This design comes from an exercise in tuning for small area, a short achievable clock period and few clock cycles per item on the open sky130 flow, not from production work.
Only simulation tests tie the RTL to the original design; equivalence was not proved.
Power figures rest on the tool's default switching activity, not on a simulated workload.

--- flow/run.sh ---
#!/bin/bash
# synth_recipe.tcl (not shown) runs the flow's synth.tcl, then flattens the netlist and writes it again
# the make line also repeats each setting of config.mk as NAME=value (left out here)
make -C /OpenROAD-flow-scripts/flow DESIGN_CONFIG=/design/flow/config.mk WORK_HOME=/design/flow/orfs CLKGATE_MAP_FILE= SYNTH_SCRIPT=/design/flow/synth_recipe.tcl finish
--- flow/config.mk ---
export PLATFORM = sky130hd
export DESIGN_NAME = sorted_two_list_merge_top
export DESIGN_NICKNAME = sorted_two_list_merge_top
export VERILOG_FILES = /design/flow/design.v
export SDC_FILE = /design/flow/constraint.sdc
export NUM_CORES = 4
export LEC_CHECK = 0
export ABC_CLOCK_PERIOD_IN_PS = 3000
export CAP_MARGIN = 20
export CORE_MARGIN = 2
export CORE_UTILIZATION = 55
export CTS_CLUSTER_DIAMETER = 70
export CTS_CLUSTER_SIZE = 24
export SETUP_SLACK_MARGIN = 4.6
export SLEW_MARGIN = 20
export SYNTH_HIERARCHICAL = 1
--- flow/constraint.sdc ---
create_clock -name core_clock -period 8.0 [get_ports {clk}]
set_input_delay 1.6000 -clock core_clock [delete_from_list [all_inputs] [get_ports {clk}]]
set_output_delay 1.6000 -clock core_clock [all_outputs]
set_load 0.01 [all_outputs]
--- flow/design.v ---
`default_nettype none
package stlm_pkg;
  localparam int LIST_DEPTH_DEF  = 32;
  localparam int VALUE_WIDTH_DEF = 32;
  localparam int ITEM_W          = 32;
  localparam logic [1:0] ACT_LOAD_A = 2'd0;
  localparam logic [1:0] ACT_LOAD_B = 2'd1;
  localparam logic [1:0] ACT_MERGE  = 2'd2;
  localparam logic [1:0] ST_SUCCESS  = 2'd0;
  localparam logic [1:0] ST_UNSORTED = 2'd1;
  localparam logic [1:0] ST_EMPTY    = 2'd2;
  localparam logic [1:0] ST_OVERFLOW = 2'd3;
endpackage
`default_nettype wire
`default_nettype none
module stlm_lg2 (
  input  wire logic [1:0] a,
  input  wire logic [1:0] b,
  output      logic       l,
  output      logic       g
);
  assign l = (~a[1] & b[1]) | (~(a[1] ^ b[1]) & ~a[0] & b[0]);
  assign g = (a[1] & ~b[1]) | (~(a[1] ^ b[1]) & a[0] & ~b[0]);
endmodule
module stlm_lgc (
  input  wire logic lh,
  input  wire logic gh,
  input  wire logic ll,
  input  wire logic gl,
  output      logic l,
  output      logic g
);
  assign l = lh | (~gh & ll);
  assign g = gh | (~lh & gl);
endmodule
module stlm_lt32 (
  input  wire logic [31:0] a,
  input  wire logic [31:0] b,
  output      logic        lt
);
  logic [31:0] x, y;
  logic [15:0] l1, g1;
  logic [7:0]  l2, g2;
  logic [3:0]  l3, g3;
  logic [1:0]  l4, g4;
  logic        g5;
  assign x = {~a[31], a[30:0]};
  assign y = {~b[31], b[30:0]};
  for (genvar i = 0; i < 16; i++) begin : g_l1
    stlm_lg2 u (.a(x[2*i+1:2*i]), .b(y[2*i+1:2*i]), .l(l1[i]), .g(g1[i]));
  end
  for (genvar i = 0; i < 8; i++) begin : g_l2
    stlm_lgc u (.lh(l1[2*i+1]), .gh(g1[2*i+1]), .ll(l1[2*i]), .gl(g1[2*i]), .l(l2[i]), .g(g2[i]));
  end
  for (genvar i = 0; i < 4; i++) begin : g_l3
    stlm_lgc u (.lh(l2[2*i+1]), .gh(g2[2*i+1]), .ll(l2[2*i]), .gl(g2[2*i]), .l(l3[i]), .g(g3[i]));
  end
  for (genvar i = 0; i < 2; i++) begin : g_l4
    stlm_lgc u (.lh(l3[2*i+1]), .gh(g3[2*i+1]), .ll(l3[2*i]), .gl(g3[2*i]), .l(l4[i]), .g(g4[i]));
  end
  stlm_lgc u_l5 (.lh(l4[1]), .gh(g4[1]), .ll(l4[0]), .gl(g4[0]), .l(lt), .g(g5));
endmodule
`default_nettype wire
`default_nettype none
module sorted_two_list_merge_top (
  input  wire logic         clk,
  input  wire logic         rst,
  input  wire logic         in_valid,
  output      logic         in_ready,
  input  wire logic [1:0]   action,
  input  wire logic [31:0]  item_value,
  output      logic         out_valid,
  input  wire logic         out_ready,
  output      logic [31:0]  merged_value,
  output      logic [1:0]   status,
  output      logic         last
);
  localparam int D = stlm_pkg::LIST_DEPTH_DEF;
  logic        mv, sv;           
  logic [1:0]  mact, sact;
  logic signed [31:0] mval;
  logic [31:0] sval;
  logic        consume;
  logic        m_free;
  assign in_ready = !sv;
  assign m_free   = !mv || consume;
  always_ff @(posedge clk) begin
    if (rst) begin
      mv <= 1'b0;
      sv <= 1'b0;
    end else if (m_free) begin
      mv <= sv || in_valid;
      sv <= 1'b0;
    end else begin
      sv <= sv || in_valid;
    end
  end
  always_ff @(posedge clk) begin
    if (!sv) begin
      sact <= action;
      sval <= item_value;
    end
    if (m_free) begin
      mact <= sv ? sact : action;
      mval <= sv ? sval : item_value;
    end
  end
  logic [31:0] mem_a [D];
  logic [31:0] mem_b [D];
  logic [4:0]  wp_a, wp_b;       
  logic [D-1:0] hp_a, hp_b;      
  logic [5:0]  occ_a, occ_b;     
  logic [31:0] rn_a, rn_b;       
  logic signed [31:0] h_a, h_b;  
  logic [5:0]  ln_a, ln_b;       
  logic        uns_a, uns_b;     
  logic signed [31:0] tl_a, tl_b;   
  always_comb begin
    rn_a = '0;
    rn_b = '0;
    for (int i = 0; i < D; i++) begin
      rn_a = rn_a | (mem_a[(i + 1) % D] & {32{hp_a[i]}});
      rn_b = rn_b | (mem_b[(i + 1) % D] & {32{hp_b[i]}});
    end
  end
  logic        j0v, j1v, j2v;
  logic [1:0]  j0st, j1st, j2st;
  logic [5:0]  ra, rb;           
  logic [5:0]  j1a, j1b, j2a, j2b;
  logic        go;               
  logic        emit;             
  logic        j0_merge;
  logic        take_a;
  logic        pop_a, pop_b;
  logic        e_last;
  logic        done;
  logic [31:0] e_val;
  logic        lt_hab, lt_ma, lt_mb;
  stlm_lt32 u_lt_hab (.a(h_a),  .b(h_b),  .lt(lt_hab));
  stlm_lt32 u_lt_ma  (.a(mval), .b(tl_a), .lt(lt_ma));
  stlm_lt32 u_lt_mb  (.a(mval), .b(tl_b), .lt(lt_mb));
  assign j0_merge = (j0st == stlm_pkg::ST_SUCCESS);
  assign emit     = j0v && go;
  assign take_a   = (ra != '0) && ((rb == '0) || lt_hab);
  assign pop_a    = emit && j0_merge && take_a;
  assign pop_b    = emit && j0_merge && !take_a;
  assign e_last   = !j0_merge || ((ra == 6'd1) && (rb == '0)) || ((ra == '0) && (rb == 6'd1));
  assign done     = emit && e_last;
  assign e_val    = !j0_merge ? 32'd0 : (take_a ? h_a : h_b);
  logic cmd_m;
  logic full_a, full_b;
  logic push_a, push_b, enq;
  logic [1:0] enq_st;
  logic drop;                    
  logic qfree;                   
  assign cmd_m  = mv && (mact == stlm_pkg::ACT_MERGE);
  assign full_a = ln_a[5];
  assign full_b = ln_b[5];
  assign qfree  = !j2v || done;
  always_comb begin
    consume = 1'b0;
    push_a  = 1'b0;
    push_b  = 1'b0;
    enq     = 1'b0;
    enq_st  = stlm_pkg::ST_SUCCESS;
    drop    = 1'b0;
    if (mv) begin
      case (mact)
        stlm_pkg::ACT_LOAD_A: begin
          if (full_a) begin
            consume = qfree;
            enq     = qfree;
            enq_st  = stlm_pkg::ST_OVERFLOW;
          end else begin
            consume = !occ_a[5];
            push_a  = !occ_a[5];
          end
        end
        stlm_pkg::ACT_LOAD_B: begin
          if (full_b) begin
            consume = qfree;
            enq     = qfree;
            enq_st  = stlm_pkg::ST_OVERFLOW;
          end else begin
            consume = !occ_b[5];
            push_b  = !occ_b[5];
          end
        end
        stlm_pkg::ACT_MERGE: begin
          consume = qfree;
          enq     = qfree;
          if ((ln_a == '0) || (ln_b == '0)) begin
            enq_st = stlm_pkg::ST_EMPTY;
            drop   = qfree;
          end else if (uns_a || uns_b) begin
            enq_st = stlm_pkg::ST_UNSORTED;
            drop   = qfree;
          end
        end
        default: consume = 1'b1;
      endcase
    end
  end
  logic       adv;
  assign adv = !j0v || done;
  always_ff @(posedge clk) begin
    if (rst) begin
      j0v <= 1'b0;
      j1v <= 1'b0;
      j2v <= 1'b0;
    end else if (adv) begin
      j0v <= j1v || enq;
      j1v <= j2v || (j1v && enq);
      j2v <= j2v && enq;
    end else if (enq) begin
      j1v <= 1'b1;
      j2v <= j1v;
    end
  end
  logic [5:0] ra_dec, rb_dec;
  assign ra_dec = ra - 6'd1;
  assign rb_dec = rb - 6'd1;
  always_ff @(posedge clk) begin
    if (adv) begin
      if (j1v) begin
        j0st <= j1st;
        ra   <= j1a;
        rb   <= j1b;
      end else begin
        j0st <= enq_st;
        ra   <= ln_a;
        rb   <= ln_b;
      end
      if (j2v || !enq) begin
        j1st <= j2st;
        j1a  <= j2a;
        j1b  <= j2b;
      end else begin
        j1st <= enq_st;
        j1a  <= ln_a;
        j1b  <= ln_b;
      end
    end else begin
      if (pop_a) ra <= ra_dec;
      if (pop_b) rb <= rb_dec;
      if (enq && !j1v) begin
        j1st <= enq_st;
        j1a  <= ln_a;
        j1b  <= ln_b;
      end
    end
    if (enq) begin
      j2st <= enq_st;
      j2a  <= ln_a;
      j2b  <= ln_b;
    end
  end
  always_ff @(posedge clk) begin
    if (push_a) mem_a[wp_a] <= mval;
    if (push_b) mem_b[wp_b] <= mval;
  end
  always_ff @(posedge clk) begin
    if (pop_a) h_a <= (occ_a == 6'd1) ? mval : rn_a;
    else if (occ_a == '0) h_a <= mval;
    if (pop_b) h_b <= (occ_b == 6'd1) ? mval : rn_b;
    else if (occ_b == '0) h_b <= mval;
  end
  logic [5:0] occ_a_np, occ_b_np;
  logic [5:0] occ_a_pp, occ_b_pp;
  logic [5:0] occ_a_dn, occ_b_dn, occ_a_dp, occ_b_dp;
  logic [5:0] occ_a_inc, occ_b_inc, occ_a_dec, occ_b_dec;
  assign occ_a_dn  = occ_a - ln_a;
  assign occ_b_dn  = occ_b - ln_b;
  assign occ_a_dp  = occ_a - ln_a - 6'd1;
  assign occ_b_dp  = occ_b - ln_b - 6'd1;
  assign occ_a_inc = occ_a + 6'd1;
  assign occ_b_inc = occ_b + 6'd1;
  assign occ_a_dec = occ_a - 6'd1;
  assign occ_b_dec = occ_b - 6'd1;
  always_comb begin
    if (drop) begin
      occ_a_np = occ_a_dn;
      occ_b_np = occ_b_dn;
      occ_a_pp = occ_a_dp;
      occ_b_pp = occ_b_dp;
    end else begin
      occ_a_np = push_a ? occ_a_inc : occ_a;
      occ_b_np = push_b ? occ_b_inc : occ_b;
      occ_a_pp = push_a ? occ_a : occ_a_dec;
      occ_b_pp = push_b ? occ_b : occ_b_dec;
    end
  end
  always_ff @(posedge clk) begin
    if (rst) begin
      wp_a  <= '0;
      wp_b  <= '0;
      hp_a  <= D'(1);
      hp_b  <= D'(1);
      occ_a <= '0;
      occ_b <= '0;
      ln_a  <= '0;
      ln_b  <= '0;
      uns_a <= 1'b0;
      uns_b <= 1'b0;
    end else begin
      if (pop_a) hp_a <= {hp_a[D-2:0], hp_a[D-1]};
      if (pop_b) hp_b <= {hp_b[D-2:0], hp_b[D-1]};
      occ_a <= pop_a ? occ_a_pp : occ_a_np;
      occ_b <= pop_b ? occ_b_pp : occ_b_np;
      if (drop) begin
        wp_a <= wp_a - ln_a[4:0];
        wp_b <= wp_b - ln_b[4:0];
      end else begin
        if (push_a) wp_a <= wp_a + 5'd1;
        if (push_b) wp_b <= wp_b + 5'd1;
      end
      if (cmd_m && consume) begin
        ln_a  <= '0;
        ln_b  <= '0;
        uns_a <= 1'b0;
        uns_b <= 1'b0;
      end else begin
        if (push_a) begin
          ln_a <= ln_a + 6'd1;
          if ((ln_a != '0) && lt_ma) uns_a <= 1'b1;
        end
        if (push_b) begin
          ln_b <= ln_b + 6'd1;
          if ((ln_b != '0) && lt_mb) uns_b <= 1'b1;
        end
      end
    end
  end
  always_ff @(posedge clk) begin
    if (push_a) tl_a <= mval;
    if (push_b) tl_b <= mval;
  end
  logic        skv;
  logic [34:0] skd;
  logic        o_free;
  assign go     = !skv;
  assign o_free = !out_valid || out_ready;
  always_ff @(posedge clk) begin
    if (rst) begin
      out_valid <= 1'b0;
      skv       <= 1'b0;
    end else if (o_free) begin
      out_valid <= skv || emit;
      skv       <= 1'b0;
    end else begin
      skv       <= skv || emit;
    end
  end
  always_ff @(posedge clk) begin
    if (!skv) skd <= {j0st, e_last, e_val};
    if (o_free) {status, last, merged_value} <= skv ? skd : {j0st, e_last, e_val};
  end
endmodule
`default_nettype wire
==> results.ini, run 1 <==
[status]
status = timing/DRC/antenna clean

[route]
drtPass1Iterations = 8
wire_per_inst_um = 38.5
wirelength_um = 310000
viasPerCell = 7.01
drc_errors = 0
drt_iter0_markers = 9323
route.vias.total = 56507
final_antenna_net_count = 0

[timing]
fin_crit_sh_pct = 43.1
hold_ws_ns = 0.454
max_freq_ghz = 0.290
final-setup-viol-count = 0
slew_viol_final = 0
rsz0062_at_grt = yes
hold_viol = 0
fin_skew_ns = 0.0329
min_period_ns = 3.44
worstMarginPinSlew_ns = 1.11
tns_ns = 0
maxSlewHeadroom_pct = 25.7

[floorplanning]
chipWidth_um = 415
die_h_um = 415
die_area_um2 = 172000
start_util_pct = 55.5
fp.coreArea_um2 = 168000
ios = 75
num_rows = 150

[synth]
yosysWarningCount = 7
syn_inst = 5657
avgSynthCellArea_um2 = 16.4
synth_fp_nets = 5830
syn_area_um2 = 93000

[critical_path]
start_kind = flop
timing.rr.end = wp_a[4]$_SDFFE_PP0P_
reg2reg_depth = 14
critPathMaxFanout = 4
r2r_slack_ns = 4.56
critPathKind = flop to flop
r2r_start = rb[2]$_DFFE_PP_
arrival_ns = 4.08
crit_required_ns = 8.64
end_kind = flop

[cts]
cts_tree = done
clk_pin_slew_ns = 0.10
clock_path_buffers = 3
cts-root-buf = clkbuf_16
cts.sinks = 2463
insertion_delay_ns = 0.81
htreeDepth = 4
cts_made_buffers = 137

[global_routing]
grt_max_degree = 89
grt_pass1_wl_um = 424000
grt_pass1_vias = 52795
track_usage_pct = 35.4
antenna_found_initial = 11
overflow = 0

[placed_design]
dp_cells = 7781
io_buffer_count = 74
gp_congestion = 0.829
hpwlAfterDp_um = 158000

[power]
power_density_nw_per_um2 = 245
p_leak_nw = 33.3
vdd_drop_max_mv = 0.253
total_power_mw = 25.1

[job]
cap_violations = 0

[finish]
fillCellCount = 12353
final_common_cell = edfxtp_1
final_cells = 8062
drive_above_1_share_pct = 11.8
largestRegisters = mem_a (1024), mem_b (1024), skd (35)
area_growth_pct = 10.3
layout_common_cells = edfxtp_1 (2,287), a22oi_1 (513), inv_1 (276), a221oi_1 (257), a22o_1 (256)
nets = 5950
post-route-util_pct = 61.2

[worst_hold_path]
whs_endpoint = hp_a[19]$_SDFFE_PP0P_
min_path_cells = 2
hp-class = flop to flop
holdCritStartpoint = hp_a[18]$_SDFFE_PP0P_

-- metal layers --
metal  GRT usage [%]  vias up  part of all wire (%)
met5               0        -                 0.013
met4            13.9        6                   4.8
met3            5.50      704                    10
met2            58.8     3669                    48
met1            47.3    29386                    37
li1                -    22742                     -
-- metrics by stage --
step / worst slack [ns] / instance area (um2)
after floorplan: 4.38 / 93100
after global placement: 3.57 / 97200
after detailed placement: 3.48 / 97200
after CTS: 4.60 / 102000
after global routing: 4.44 / 103000
final: 4.56 / 103000
-- worst max-delay path by stage --
stage	start	endpoint	slack [ns]	depth (start not counted)
6_report	rb[2]$_DFFE_PP_	wp_a[4]$_SDFFE_PP0P_	4.56	14
5_1_grt	rb[2]$_DFFE_PP_	wp_a[4]$_SDFFE_PP0P_	4.44	14
4_1_cts	ra[2]$_DFFE_PP_	wp_a[4]$_SDFFE_PP0P_	4.60	14
3_5_place_dp	h_a[3]$_DFFE_PP_	h_b[0]$_DFFE_PP_	3.48	15
3_3_place_gp	h_a[3]$_DFFE_PP_	h_b[3]$_DFFE_PP_	3.57	15
2_1_floorplan	mact[0]$_DFFE_PP_	mem_a[11][0]$_DFFE_PP_	4.38	7
-- critical path: stages, from the launching register on --
cell and delay (ns):
edfxtp_1 0.44, or4_4 0.60, nor4_4 0.35, o2111ai_2 0.14, buf_6 0.17, or2_4 0.26
buf_12 0.15, nor2_4 0.10, ha_4 0.21, a21o_1 0.16, a21oi_2 0.18, xnor2_1 0.10
o32ai_2 0.22, xnor2_1 0.14, nor2_1 0.05
-- power breakdown --
part	internal, mW	switching (mW)	total, mW
Combinational	0.777	1.43	2.21
Clock	3.64	4.23	7.87
Sequential	14.7	0.352	15.0
Total	19.1	6.01	25.1
-- cell type report --
cell class / count / area [um2] / area share, %
antenna: 1 / 2.50 / 0.00244
clock buffer: 165 / 3740 / 3.65
clock inverter: 54 / 624 / 0.609
inverter: 279 / 1050 / 1.02
multi-input combinational: 2574 / 19100 / 18.6
sequential: 2463 / 72300 / 70.5
tap: 2204 / 2760 / 2.69
timing repair buffer: 322 / 2960 / 2.89
-- what timing repair did --
action,in CTS,in global routing
hold endpoints to repair,0,0
cloned,5,5
gates resized for setup,82,33
hold buffers,0,0
pin swaps,23,14
setup endpoints to repair,587,250
setup buffers,38,13
Testbench counts, summed over its fixed seeds: cycles 4,305, items 3,618.
==> inputs of run 2 (changes only) <==
--- a/flow/config.mk
+++ b/flow/config.mk
@@ -11,4 +11,4 @@
 export CORE_UTILIZATION = 55
-export CTS_CLUSTER_DIAMETER = 70
-export CTS_CLUSTER_SIZE = 24
+export CTS_CLUSTER_DIAMETER = 100
+export CTS_CLUSTER_SIZE = 30
 export SETUP_SLACK_MARGIN = 4.6
==> run 2 against run 1 <==
Still clean; cell count fell by 1.1%; clock-buffer cell count fell by 31; core utilization fell by 1.2 points; worst setup slack improved by 0.053 ns; register-to-register slack improved by 0.05 ns; sequential power barely moved; critical path type unchanged; critical endpoint unchanged.
==> results.ini, run 2 <==
[timing]
fin_crit_sh_pct = 42.4  ; -0.67 points
tns_ns = 0  ; unchanged
max_freq_ghz = 0.295  ; +1.6%
rsz0062_at_grt = yes
fin_skew_ns = 0.0401  ; +0.00721 ns
min_period_ns = 3.39  ; -0.0533 ns
worstMarginPinSlew_ns = 1.20  ; +0.0942 ns
final-setup-viol-count = 0  ; unchanged
hold_viol = 0  ; unchanged
maxSlewHeadroom_pct = 19.3  ; -6.3 points
slew_viol_final = 0  ; unchanged

[status]
status = timing/DRC/antenna clean

[cts]
cts_hold_buffers = 0  ; unchanged
clock_path_buffers = 3  ; unchanged
clk_pin_slew_ns = 0.12  ; +0.02 ns
cts_tree = done
htreeDepth = 3  ; -1
cts.sinks = 2463  ; unchanged
cts_made_buffers = 92  ; -33%
cts-root-buf = clkbuf_16
insertion_delay_ns = 0.79  ; -0.02 ns

[global_routing]
antenna_found_initial = 9  ; -2
grt_max_degree = 89  ; unchanged
grt_pass1_wl_um = 421000  ; -0.64%
overflow = 0  ; unchanged
track_usage_pct = 35.1  ; -0.33 points
grt_pass1_vias = 52265  ; -1.0%

[finish]
final_common_cell = edfxtp_1
layout_common_cells = edfxtp_1 (2,287), a22oi_1 (513), inv_1 (276), a221oi_1 (257), a22o_1 (256)
fin_area_um2 = 101000  ; -1.9%
drive_above_1_share_pct = 10.0  ; -1.8 points
nets = 5891  ; -0.99%
largestRegisters = mem_a (1024), mem_b (1024), skd (35)
fillCellCount = 12546  ; +1.6%
area_growth_pct = 8.27

[critical_path]
critPathMaxFanout = 4  ; unchanged
crit_required_ns = 8.63  ; about the same
start_kind = flop
end_kind = flop
critPathKind = flop to flop
arrival_ns = 4.02  ; -0.06 ns

[floorplanning]
ios = 75  ; unchanged
start_util_pct = 55.5  ; unchanged
die_h_um = 415  ; unchanged
die_area_um2 = 172000  ; unchanged
chipWidth_um = 415  ; unchanged
num_rows = 150  ; unchanged
fp.coreArea_um2 = 168000  ; unchanged

[route]
drt_iter0_markers = 9260  ; -0.68%
viasPerCell = 7.02  ; +0.14%
final_antenna_net_count = 0  ; unchanged
route.vias.total = 55981  ; -0.93%
wirelength_um = 308000  ; -0.67%
drtPass1Iterations = 8  ; unchanged
drc_errors = 0  ; unchanged
wire_per_inst_um = 38.6  ; +0.40%
highest_layer = met5
wl_met3_um = 30900  ; -2.1%
wl_met1_um = 114000  ; about the same
wl_met2_um = 150000  ; -0.47%

[synth]
yosysWarningCount = 7  ; unchanged
avgSynthCellArea_um2 = 16.4  ; unchanged
synth_fp_nets = 5830  ; unchanged
syn_area_um2 = 93000  ; unchanged
syn_inst = 5657  ; unchanged

[placed_design]
hpwlAfterDp_um = 158000  ; unchanged
place_area_um2 = 97200  ; unchanged
io_buffer_count = 74  ; unchanged
gp_congestion = 0.829  ; unchanged

[power]
p_leak_nw = 32.3  ; -2.9%
power_density_nw_per_um2 = 231  ; -5.5%
vdd_drop_max_mv = 0.191  ; -24%

[worst_hold_path]
hp-class = flop to flop

[job]
cap_violations = 0  ; unchanged

## run 2: worst max-delay path, stage by stage, from the launching register on
cell	delay, ns
edfxtp_1	0.44
or4_4	0.57
nor4_4	0.36
o2111ai_2	0.14
buf_6	0.17
or2_4	0.26
buf_12	0.15
nor2_4	0.10
ha_4	0.21
a21o_1	0.16
a21oi_2	0.18
xnor2_1	0.10
o32ai_2	0.22
xnor2_1	0.14
nor2_1	0.05
## run 2: power breakdown
| group | total, mW | switching [mW] | internal, mW |
|---|---|---|---|
| clock network | 6.06 | 3.84 | 2.22 |
| registers | 15.0 | 0.352 | 14.7 |
| logic | 2.20 | 1.43 | 0.772 |
## run 2: through the flow
stage / std cells / setup slack (ns) / hold slack [ns] / power (mW) / util, %
after floorplan: 5657 / 4.38 / 0.431 / 16.4 / -
after global placement: 7781 / 3.57 / 0.431 / 17.3 / 58.0
after detailed placement: 7781 / 3.48 / 0.444 / 17.4 / 58.0
after CTS: 7961 / 4.58 / 0.461 / 23.2 / 59.9
after global routing: 7971 / 4.49 / 0.482 / 23.9 / 60.0
final: 7976 / 4.61 / 0.458 / 23.3 / 60.0
## run 2: path summary, 6_finish.rpt
path	start	end	slack (ns)	cells after the start
worst max register to register	rb[3]$_DFFE_PP_	wp_a[4]$_SDFFE_PP0P_	4.61	14
worst max-delay path	rb[3]$_DFFE_PP_	wp_a[4]$_SDFFE_PP0P_	4.61	14
worst min-delay path	hp_a[18]$_SDFFE_PP0P_	hp_a[19]$_SDFFE_PP0P_	0.46	2
worst min register to register	hp_a[18]$_SDFFE_PP0P_	hp_a[19]$_SDFFE_PP0P_	0.46	2
## run 2: routing by layer
metal / track usage (%) / vias to the layer above
li1: - / 22560
met1: 47.2 / 29145
met2: 58.6 / 3594
met3: 5.03 / 674
met4: 13.0 / 8
met5: 0 / -
## run 2: layout make-up
cell class / instances / area, um2 / share of cell area, %
sequential: 2463 / 72300 / 71.8
multi-input combinational: 2574 / 19100 / 19.0
timing repair buffer: 308 / 2830 / 2.81
tap: 2204 / 2760 / 2.74
clock buffer: 134 / 2500 / 2.49
inverter: 279 / 1050 / 1.04
clock inverter: 8 / 92.6 / 0.0920
antenna: 6 / 15.0 / 0.0149
## run 2: timing repair
action                     CTS  global route
setup endpoints to repair  608           231
pin swaps                   23            11
gates resized for setup     76            35
cloned                       5             3
buffers inserted            33             6
==> inputs of run 3 (changes only) <==
--- a/flow/design.v
+++ b/flow/design.v
@@ -24,2 +24,12 @@
 endmodule
+module stlm_hold #(
+  parameter int W = 1
+) (
+  input  wire logic         load,
+  input  wire logic [W-1:0] d,
+  input  wire logic [W-1:0] q,
+  output      logic [W-1:0] y
+);
+  assign y = load ? d : q;
+endmodule
 module stlm_lgc (
@@ -82,2 +92,3 @@
   logic [31:0] sval;
+  logic        m_a, m_b;         
   logic        consume;
@@ -88,9 +99,13 @@
     if (rst) begin
-      mv <= 1'b0;
-      sv <= 1'b0;
+      mv  <= 1'b0;
+      sv  <= 1'b0;
+      m_a <= 1'b0;
+      m_b <= 1'b0;
     end else if (m_free) begin
-      mv <= sv || in_valid;
-      sv <= 1'b0;
+      mv  <= sv || in_valid;
+      sv  <= 1'b0;
+      m_a <= sv ? (sact == stlm_pkg::ACT_LOAD_A) : (in_valid && (action == stlm_pkg::ACT_LOAD_A));
+      m_b <= sv ? (sact == stlm_pkg::ACT_LOAD_B) : (in_valid && (action == stlm_pkg::ACT_LOAD_B));
     end else begin
-      sv <= sv || in_valid;
+      sv  <= sv || in_valid;
     end
@@ -125,6 +140,6 @@
   end
-  logic        j0v, j1v, j2v;
-  logic [1:0]  j0st, j1st, j2st;
+  logic        j0v, j1v;
+  logic [1:0]  j0st, j1st;
   logic [5:0]  ra, rb;           
-  logic [5:0]  j1a, j1b, j2a, j2b;
+  logic [5:0]  j1a, j1b;
   logic        go;               
@@ -139,4 +154,4 @@
   stlm_lt32 u_lt_hab (.a(h_a),  .b(h_b),  .lt(lt_hab));
-  stlm_lt32 u_lt_ma  (.a(mval), .b(tl_a), .lt(lt_ma));
-  stlm_lt32 u_lt_mb  (.a(mval), .b(tl_b), .lt(lt_mb));
+  assign lt_ma = (mval < tl_a);
+  assign lt_mb = (mval < tl_b);
   assign j0_merge = (j0st == stlm_pkg::ST_SUCCESS);
@@ -158,7 +173,7 @@
   assign full_b = ln_b[5];
-  assign qfree  = !j2v || done;
+  assign qfree  = !j1v || done;
+  assign push_a = m_a && !full_a && !occ_a[5];
+  assign push_b = m_b && !full_b && !occ_b[5];
   always_comb begin
     consume = 1'b0;
-    push_a  = 1'b0;
-    push_b  = 1'b0;
     enq     = 1'b0;
@@ -175,3 +190,2 @@
             consume = !occ_a[5];
-            push_a  = !occ_a[5];
           end
@@ -185,3 +199,2 @@
             consume = !occ_b[5];
-            push_b  = !occ_b[5];
           end
@@ -203,4 +216,2 @@
   end
-  logic       adv;
-  assign adv = !j0v || done;
   always_ff @(posedge clk) begin
@@ -209,10 +220,9 @@
       j1v <= 1'b0;
-      j2v <= 1'b0;
-    end else if (adv) begin
-      j0v <= j1v || enq;
-      j1v <= j2v || (j1v && enq);
-      j2v <= j2v && enq;
-    end else if (enq) begin
-      j1v <= 1'b1;
-      j2v <= j1v;
+    end else begin
+      if (!j0v || done) begin
+        j0v <= j1v || enq;
+        j1v <= j1v && enq;
+      end else if (enq) begin
+        j1v <= 1'b1;
+      end
     end
@@ -223,3 +233,8 @@
   always_ff @(posedge clk) begin
-    if (adv) begin
+    if (enq) begin
+      j1st <= enq_st;
+      j1a  <= ln_a;
+      j1b  <= ln_b;
+    end
+    if (!j0v || done) begin
       if (j1v) begin
@@ -233,11 +248,2 @@
       end
-      if (j2v || !enq) begin
-        j1st <= j2st;
-        j1a  <= j2a;
-        j1b  <= j2b;
-      end else begin
-        j1st <= enq_st;
-        j1a  <= ln_a;
-        j1b  <= ln_b;
-      end
     end else begin
@@ -245,12 +251,2 @@
       if (pop_b) rb <= rb_dec;
-      if (enq && !j1v) begin
-        j1st <= enq_st;
-        j1a  <= ln_a;
-        j1b  <= ln_b;
-      end
-    end
-    if (enq) begin
-      j2st <= enq_st;
-      j2a  <= ln_a;
-      j2b  <= ln_b;
     end
@@ -279,15 +275,15 @@
   assign occ_b_dec = occ_b - 6'd1;
-  always_comb begin
-    if (drop) begin
-      occ_a_np = occ_a_dn;
-      occ_b_np = occ_b_dn;
-      occ_a_pp = occ_a_dp;
-      occ_b_pp = occ_b_dp;
-    end else begin
-      occ_a_np = push_a ? occ_a_inc : occ_a;
-      occ_b_np = push_b ? occ_b_inc : occ_b;
-      occ_a_pp = push_a ? occ_a : occ_a_dec;
-      occ_b_pp = push_b ? occ_b : occ_b_dec;
-    end
-  end
+  logic [5:0] occ_a_nx, occ_b_nx;
+  stlm_hold #(.W(6)) u_occ_a_sel (.load(pop_a), .d(occ_a_pp), .q(occ_a_np), .y(occ_a_nx));
+  stlm_hold #(.W(6)) u_occ_b_sel (.load(pop_b), .d(occ_b_pp), .q(occ_b_np), .y(occ_b_nx));
+  logic [5:0] occ_a_npp, occ_b_npp, occ_a_ppp, occ_b_ppp;
+  assign occ_a_npp = push_a ? occ_a_inc : occ_a;
+  assign occ_b_npp = push_b ? occ_b_inc : occ_b;
+  assign occ_a_ppp = push_a ? occ_a : occ_a_dec;
+  assign occ_b_ppp = push_b ? occ_b : occ_b_dec;
+  stlm_hold #(.W(6)) u_occ_a_dn (.load(drop), .d(occ_a_dn), .q(occ_a_npp), .y(occ_a_np));
+  stlm_hold #(.W(6)) u_occ_b_dn (.load(drop), .d(occ_b_dn), .q(occ_b_npp), .y(occ_b_np));
+  stlm_hold #(.W(6)) u_occ_a_dp (.load(drop), .d(occ_a_dp), .q(occ_a_ppp), .y(occ_a_pp));
+  stlm_hold #(.W(6)) u_occ_b_dp (.load(drop), .d(occ_b_dp), .q(occ_b_ppp), .y(occ_b_pp));
+  logic [4:0] ls_a, ls_b;
   always_ff @(posedge clk) begin
@@ -296,2 +292,4 @@
       wp_b  <= '0;
+      ls_a  <= '0;
+      ls_b  <= '0;
       hp_a  <= D'(1);
@@ -307,7 +305,7 @@
       if (pop_b) hp_b <= {hp_b[D-2:0], hp_b[D-1]};
-      occ_a <= pop_a ? occ_a_pp : occ_a_np;
-      occ_b <= pop_b ? occ_b_pp : occ_b_np;
+      occ_a <= occ_a_nx;
+      occ_b <= occ_b_nx;
       if (drop) begin
-        wp_a <= wp_a - ln_a[4:0];
-        wp_b <= wp_b - ln_b[4:0];
+        wp_a <= ls_a;
+        wp_b <= ls_b;
       end else begin
@@ -316,2 +314,6 @@
       end
+      if (cmd_m && consume && !drop) begin
+        ls_a <= wp_a;
+        ls_b <= wp_b;
+      end
       if (cmd_m && consume) begin
@@ -355,3 +357,12 @@
     if (!skv) skd <= {j0st, e_last, e_val};
-    if (o_free) {status, last, merged_value} <= skv ? skd : {j0st, e_last, e_val};
+  end
+  logic [34:0] o_next;
+  stlm_hold #(.W(35)) u_o_hold (
+    .load (o_free),
+    .d    (skv ? skd : {j0st, e_last, e_val}),
+    .q    ({status, last, merged_value}),
+    .y    (o_next)
+  );
+  always_ff @(posedge clk) begin
+    {status, last, merged_value} <= o_next;
   end
--- a/flow/config.mk
+++ b/flow/config.mk
@@ -11,4 +11,4 @@
 export CORE_UTILIZATION = 55
-export CTS_CLUSTER_DIAMETER = 100
-export CTS_CLUSTER_SIZE = 30
+export CTS_CLUSTER_DIAMETER = 70
+export CTS_CLUSTER_SIZE = 24
 export SETUP_SLACK_MARGIN = 4.6
==> run 3 against run 2 <==
Clock-buffer cell count is 31 higher; maximum frequency is 0.48% lower; routed wire length decreased by 1.5%; first-iteration DRC count up 3.3%; clock power rose by about 30%; critical endpoint is now merged_value[19]$_DFF_P_; largest cell class unchanged.
==> results.ini, run 3 <==
[synth]
synth_fp_nets = 5658  ; -3.0%
syn_inst = 5489  ; -3.0%
syn_area_um2 = 92200  ; -0.81%
avgSynthCellArea_um2 = 16.8  ; +2.2%
yosysWarningCount = 7  ; unchanged

[global_routing]
overflow = 0  ; unchanged
use_met1_pct = 51.9  ; +4.7 points
met2_usage_pct = 52.7  ; -5.9 points
use_met3_pct = 8.75  ; +3.7 points
grt_max_degree = 99  ; +11%
grt_pass1_vias = 51042  ; -2.3%
antenna_found_initial = 17  ; +8
grt_pass1_wl_um = 411000  ; -2.5%
top_usage_layer = met2
track_usage_pct = 35.1  ; about the same

[floorplanning]
die_h_um = 413  ; -0.40%
fp.coreArea_um2 = 167000  ; -0.45%
ios = 75  ; unchanged
start_util_pct = 55.3  ; -0.20 points
chipWidth_um = 413  ; -0.40%
die_area_um2 = 171000  ; -0.81%
num_rows = 150  ; unchanged

[timing]
maxSlewHeadroom_pct = 4.94  ; -14 points
min_period_ns = 3.41  ; +0.0163 ns
rsz0062_at_grt = yes
final-setup-viol-count = 0  ; unchanged
max_freq_ghz = 0.293  ; -0.48%
fin_crit_sh_pct = 42.6  ; +0.20 points
setup_slack_ns = 4.59  ; -0.0163 ns
tns_ns = 0  ; unchanged
fin_skew_ns = 0.0319  ; -0.00812 ns
hold_ws_ns = 0.470  ; +0.0123 ns
worstMarginPinSlew_ns = 1.42  ; +0.222 ns
hold_viol = 0  ; unchanged
slew_viol_final = 0  ; unchanged

[finish]
fillCellCount = 12220  ; -2.6%
area_growth_pct = 10.6
drive_above_1_share_pct = 13.6  ; +3.6 points
regArea_um2 = 71800  ; -0.70%
layout_common_cells = edfxtp_1 (2,238), a22oi_1 (512), a22o_1 (257), a221oi_1 (257), nand2_1 (230)
final_common_cell = edfxtp_1
multiInputGateArea_um2 = 19300  ; +1.4%
largestRegisters = mem_a (1024), mem_b (1024), skd (35)
nets = 5783  ; -1.8%

[route]
drt_iter0_markers = 9564  ; +3.3%
drtPass1Iterations = 6  ; -2
final_antenna_net_count = 0  ; unchanged
drc_errors = 0  ; unchanged
viasPerCell = 6.98  ; -0.62%
wire_per_inst_um = 38.4  ; -0.68%
route.vias.total = 55168  ; -1.5%
wirelength_um = 304000  ; -1.5%

[critical_path]
critPathKind = flop to flop
start_kind = flop
cpMaxStageDelayCell = mux2i_1
max_stage_delay_ns = 0.42  ; -0.15 ns
critPathMaxFanout = 15  ; +11
end_kind = flop
arrival_ns = 4.13  ; +0.11 ns
crit_required_ns = 8.72  ; +0.09 ns
cp_cell_sequence = inv_2 -> buf_4 -> ha_1 -> o21bai_1 -> o21ai_1 -> inv_1 -> a21o_1 -> a21o_1 -> o21ai_4 -> a21oi_2 -> a21oi_4 -> buf_12 -> buf_12 -> mux2i_1 -> o21ai_0 -> mux2_4

[cts]
clock_path_buffers = 3  ; unchanged
clk_pin_slew_ns = 0.10  ; -0.02 ns
cts.sinks = 2460  ; -0.12%
cts_tree = done
insertion_delay_ns = 0.83  ; +0.04 ns
cts-root-buf = clkbuf_16
cts_made_buffers = 138  ; +50%
htreeDepth = 4  ; +1

[placed_design]
io_buffer_count = 74  ; unchanged
place_ws_ns = 2.79  ; -0.698 ns
hpwlAfterDp_um = 157000  ; -0.32%
gp_congestion = 0.814  ; -1.8%

[power]
vdd_drop_max_mv = 0.282  ; +48%
p_leak_nw = 33.0  ; +2.3%
power_density_nw_per_um2 = 247  ; +6.9%

[job]
cap_violations = 0  ; unchanged

[status]
status = timing/DRC/antenna clean

[worst_hold_path]
hp-class = flop to flop

-- run 3: path summary, 6_finish.rpt --
check	cells after the start	startpoint	end	slack [ns]
min reg2reg	0	ln_b[4]$_SDFFE_PP0P_	j1b[4]$_DFFE_PP_	0.47
max reg2reg	16	h_a[31]$_DFFE_PP_	merged_value[19]$_DFF_P_	4.59
max	16	h_a[31]$_DFFE_PP_	merged_value[19]$_DFF_P_	4.59
min	0	ln_b[4]$_SDFFE_PP0P_	j1b[4]$_DFFE_PP_	0.47
-- run 3: through the flow --
step | power, mW | utilization [%] | area (um2) | cells
floorplan | 16.3 | - | 92200 | 5489
global placement | 17.2 | 57.7 | 96200 | 7605
detailed placement | 17.2 | 57.7 | 96200 | 7607
CTS | 25.0 | 60.7 | 101000 | 7865
global route | 25.8 | 61.1 | 102000 | 7907
finish | 25.2 | 61.1 | 102000 | 7909
-- run 3: area by class of cell --
class | instances | share of cell area [%]
clock inverter | 64 | 0.670
timing repair inverter | 3 | 0.0430
sequential | 2460 | 70.4
timing repair buffer | 309 | 2.79
multi-input combinational | 2513 | 19.0
antenna | 2 | 0.00491
clock buffer | 165 | 3.63
tap | 2204 | 2.71
inverter | 189 | 0.725
-- run 3: report_power, final --
group | switching, mW | leakage, nW | total [mW] | internal, mW
sequential | 0.351 | 22.2 | 14.9 | 14.5
combinational | 1.47 | 8.70 | 2.45 | 0.978
clock | 4.24 | 2.16 | 7.86 | 3.63
total | 6.06 | 33.0 | 25.2 | 19.1
-- run 3: worst max-delay path: cells and delay by family, from the launching register on --
family	cells	cell delay (ns)
adders and majority gates	1	0.18
muxes	2	0.70
DFF	1	0.39
buffers and inverters	5	0.62
AOI/OAI and AO/OA	8	1.39
-- run 3: what timing repair did --
action / CTS / global route
hold buffers: 0 / 0
setup buffers: 20 / 29
endpoints found under the setup margin: 816 / 887
pin swaps: 9 / 17
gates resized for setup: 92 / 67
gates cloned: 9 / 13
-- run 3: layer usage --
layer / vias to the layer above / part of all wire, %
met2: 3871 / 45
met1: 28650 / 39
li1: 22232 / -
met4: 6 / 2.6
met3: 409 / 14
met5: - / 0.014
Testbench counts of run 3, summed over its fixed seeds: cycles 4,343, items 3,618.
==> inputs of run 4 (changes only) <==
--- a/flow/config.mk
+++ b/flow/config.mk
@@ -11,4 +11,4 @@
 export CORE_UTILIZATION = 55
-export CTS_CLUSTER_DIAMETER = 70
-export CTS_CLUSTER_SIZE = 24
+export CTS_CLUSTER_DIAMETER = 100
+export CTS_CLUSTER_SIZE = 30
 export SETUP_SLACK_MARGIN = 4.6
==> run 4 against run 3 <==
Clock power decreased by 23%; register-to-register slack got worse by 0.19 ns; global-route usage decreased by 0.18 points; highest routed layer unchanged; synthesized area unchanged; first-iteration DRC count increased by 2.6%; the layout now fails its checks (capacitance limit, slew limit); sequential power about the same; maximum frequency decreased by 5.2%; sequential cell count unchanged; cell area decreased by 1.3%; die area unchanged; worst setup slack got worse by 0.19 ns; routed wire length decreased by 0.12%; critical path type unchanged.
==> results.ini, run 4 <==
[status]
status = finished with violations
so.violations = capacitance limit, slew limit

[critical_path]
crit_required_ns = 8.50  ; -0.22 ns
critPathMaxFanout = 8  ; -7
cp_top_family = simple AND/OR/NAND/NOR gates
cp_cell_sequence = or3_1 -> nor2_1 -> nand2_1 -> nand2_8 -> buf_8 -> clkbuf_16 -> o21ai_2
end_kind = flop
cpMaxStageDelayCell = nor2_1
r2r_start = occ_a[2]$_SDFF_PP0_
timing.rr.end = h_a[10]$_DFFE_PP_
max_stage_delay_ns = 0.97  ; +0.55 ns
arrival_ns = 4.10  ; -0.03 ns
r2r_slack_ns = 4.41  ; -0.19 ns
crit_cells = 7  ; -9
timing.critical_path.from = occ_a[2]$_SDFF_PP0_
start_kind = flop
crit_end = h_a[10]$_DFFE_PP_
critPathKind = flop to flop
reg2reg_depth = 7  ; -9
cp_num_buf_inv = 2  ; -3

[finish]
post-route-util_pct = 60.3  ; -0.80 points
layout_common_cells = edfxtp_1 (2,238), a22oi_1 (512), a22o_1 (257), a221oi_1 (257), nand2_1 (214)
largestRegisters = mem_a (1024), mem_b (1024), skd (35)
area_growth_pct = 9.11
fin_area_um2 = 101000  ; -1.3%
final_common_cell = edfxtp_1
nets = 5749  ; -0.59%
drive_above_1_share_pct = 13.0  ; -0.57 points

[timing]
fin_skew_ns = 0.0395  ; +0.00760 ns
final-setup-viol-count = 0  ; unchanged
maxSlewHeadroom_pct = -2.87  ; -7.8 points
hold_viol = 0  ; unchanged
hold_ws_ns = 0.474  ; +0.00383 ns
min_period_ns = 3.59  ; +0.186 ns
fin_crit_sh_pct = 44.9  ; +2.3 points
tns_ns = 0  ; unchanged
worstMarginPinSlew_ns = 1.54  ; +0.117 ns
max_freq_ghz = 0.278  ; -5.2%
slew_viol_final = 8  ; +8
rsz0062_at_grt = yes

[route]
final_antenna_net_count = 0  ; unchanged
wirelength_um = 303000  ; -0.12%
wire_per_inst_um = 38.6  ; +0.70%
route.vias.total = 55077  ; -0.16%
viasPerCell = 7.02  ; +0.66%
drc_errors = 0  ; unchanged
drtPass1Iterations = 5  ; -1
drt_iter0_markers = 9809  ; +2.6%

[power]
p_leak_nw = 32.2  ; -2.4%
vdd_drop_max_mv = 0.205  ; -27%
power_density_nw_per_um2 = 235  ; -5.1%

[cts]
clock_path_buffers = 3  ; unchanged
cts_made_buffers = 92  ; -33%
clk_pin_slew_ns = 0.12  ; +0.02 ns
insertion_delay_ns = 0.79  ; -0.04 ns
cts_tree = done
cts.sinks = 2460  ; unchanged
htreeDepth = 3  ; -1
cts-root-buf = clkbuf_16

[floorplanning]
start_util_pct = 55.3  ; unchanged
chipWidth_um = 413  ; unchanged
fp.coreArea_um2 = 167000  ; unchanged
die_h_um = 413  ; unchanged
num_rows = 150  ; unchanged
ios = 75  ; unchanged
die_area_um2 = 171000  ; unchanged

[global_routing]
antenna_found_initial = 15  ; -2
track_usage_pct = 34.9  ; -0.18 points
grt_max_degree = 99  ; unchanged
grt_pass1_wl_um = 410000  ; -0.14%
grt_pass1_vias = 50718  ; -0.63%
overflow = 0  ; unchanged

[synth]
syn_area_um2 = 92200  ; unchanged
synth_fp_nets = 5658  ; unchanged
syn_inst = 5489  ; unchanged
avgSynthCellArea_um2 = 16.8  ; unchanged
yosysWarningCount = 7  ; unchanged

[placed_design]
gp_congestion = 0.814  ; unchanged
hpwlAfterDp_um = 157000  ; unchanged
place_area_um2 = 96200  ; unchanged
io_buffer_count = 74  ; unchanged

[job]
cap_violations = 1  ; +1

[worst_hold_path]
hp-class = flop to flop

[run 4: changes by cell type in the layout (fill, tap and decap cells not counted), sizes merged, moves of 7 or more]
cell           change
buf                +7
bufinv             -7
clkbuf            -17
clkdlybuf4s50     +16
clkinv            -28
dlygate4sd2       -17
inv               -20
[run 4: power by group]
group	switching, mW	internal, mW	total, mW
registers	0.362	14.5	14.9
clock network	3.82	2.26	6.08
logic	1.52	1.10	2.62
total	5.70	17.9	23.6
[run 4: repair_timing]
item                                    in CTS  in global routing
endpoints found under the setup margin     813                460
pin swaps                                    9                 36
buffers inserted                            27                 29
hold buffers                                 0                  0
gates cloned                                11                 16
resized for setup                           79                136
[run 4: layer usage]
layer / vias up / wire length, um / global-route usage (%)
li1: 22105 / - / -
met1: 28770 / 119000 / 52.8
met2: 3784 / 135000 / 52.3
met3: 414 / 40900 / 6.82
met4: 4 / 8870 / 9.06
met5: - / 18 / 0
[run 4: per-stage QoR]
stage          total power, mW  cells  setup slack [ns]
4_1_cts                   23.3   7797              4.57
3_5_place_dp              17.2   7607              2.79
2_1_floorplan             16.3   5489              4.66
3_3_place_gp              17.2   7605              2.58
5_1_grt                   24.2   7842              4.47
6_report                  23.6   7844              4.41
[run 4: layout make-up]
cell class,instances,area (um2)
flip-flops and latches,2460,71800
fillers,12326,66200
multi-input cells,2515,19600
repair buffers,319,3000
well taps,2204,2760
clock buffers,146,2570
inverters,189,739
clock inverters,6,85.1
repair inverters,3,36.3
diodes,2,5.00
[run 4: how the worst min path moves through the flow]
stage	from	end	slack (ns)	depth (start not counted)
floorplan	ln_a[5]$_SDFFE_PP0P_	j1a[5]$_DFFE_PP_	0.41	0
global placement	skd[32]$_DFF_P_	skd[32]$_DFF_P_	0.44	1
detailed placement	ln_b[4]$_SDFFE_PP0P_	j1b[4]$_DFFE_PP_	0.45	0
CTS	ln_b[4]$_SDFFE_PP0P_	j1b[4]$_DFFE_PP_	0.48	0
global route	sval[24]$_DFF_P_	sval[24]$_DFF_P_	0.50	1
finish	ln_b[4]$_SDFFE_PP0P_	j1b[4]$_DFFE_PP_	0.47	0

## what the ideal ports hide
No port has a modelled driver above. Below, the same layouts with a new extraction and two added sets of constraints. Step 1 sets driving cells, clkbuf_16 on the clock port and buf_2 on the other inputs (assumed; they add their load-dependent delay and slew). Step 2, shift: input delay + t, output delay - t, t = (earliest + latest rising clock arrival at the registers) / 2. This alone moves slack from input paths to output paths. Three values: ideal, step 1, step 2; two values: the first two.
run	t, ns	setup WS [ns]	worst setup path after step 2
run 1	0.885	4.555 / 4.547 / 4.555	register to register
run 2	0.851	4.608 / 4.545 / 4.608	register to register
run 3	0.889	4.592 / 4.554 / 4.509	input to register
run 4	0.850	4.406 / 4.406 / 4.406	register to register
The setup slack of run 3, which loses most, moves by -0.038 ns with the drivers and by -0.083 ns with both steps.
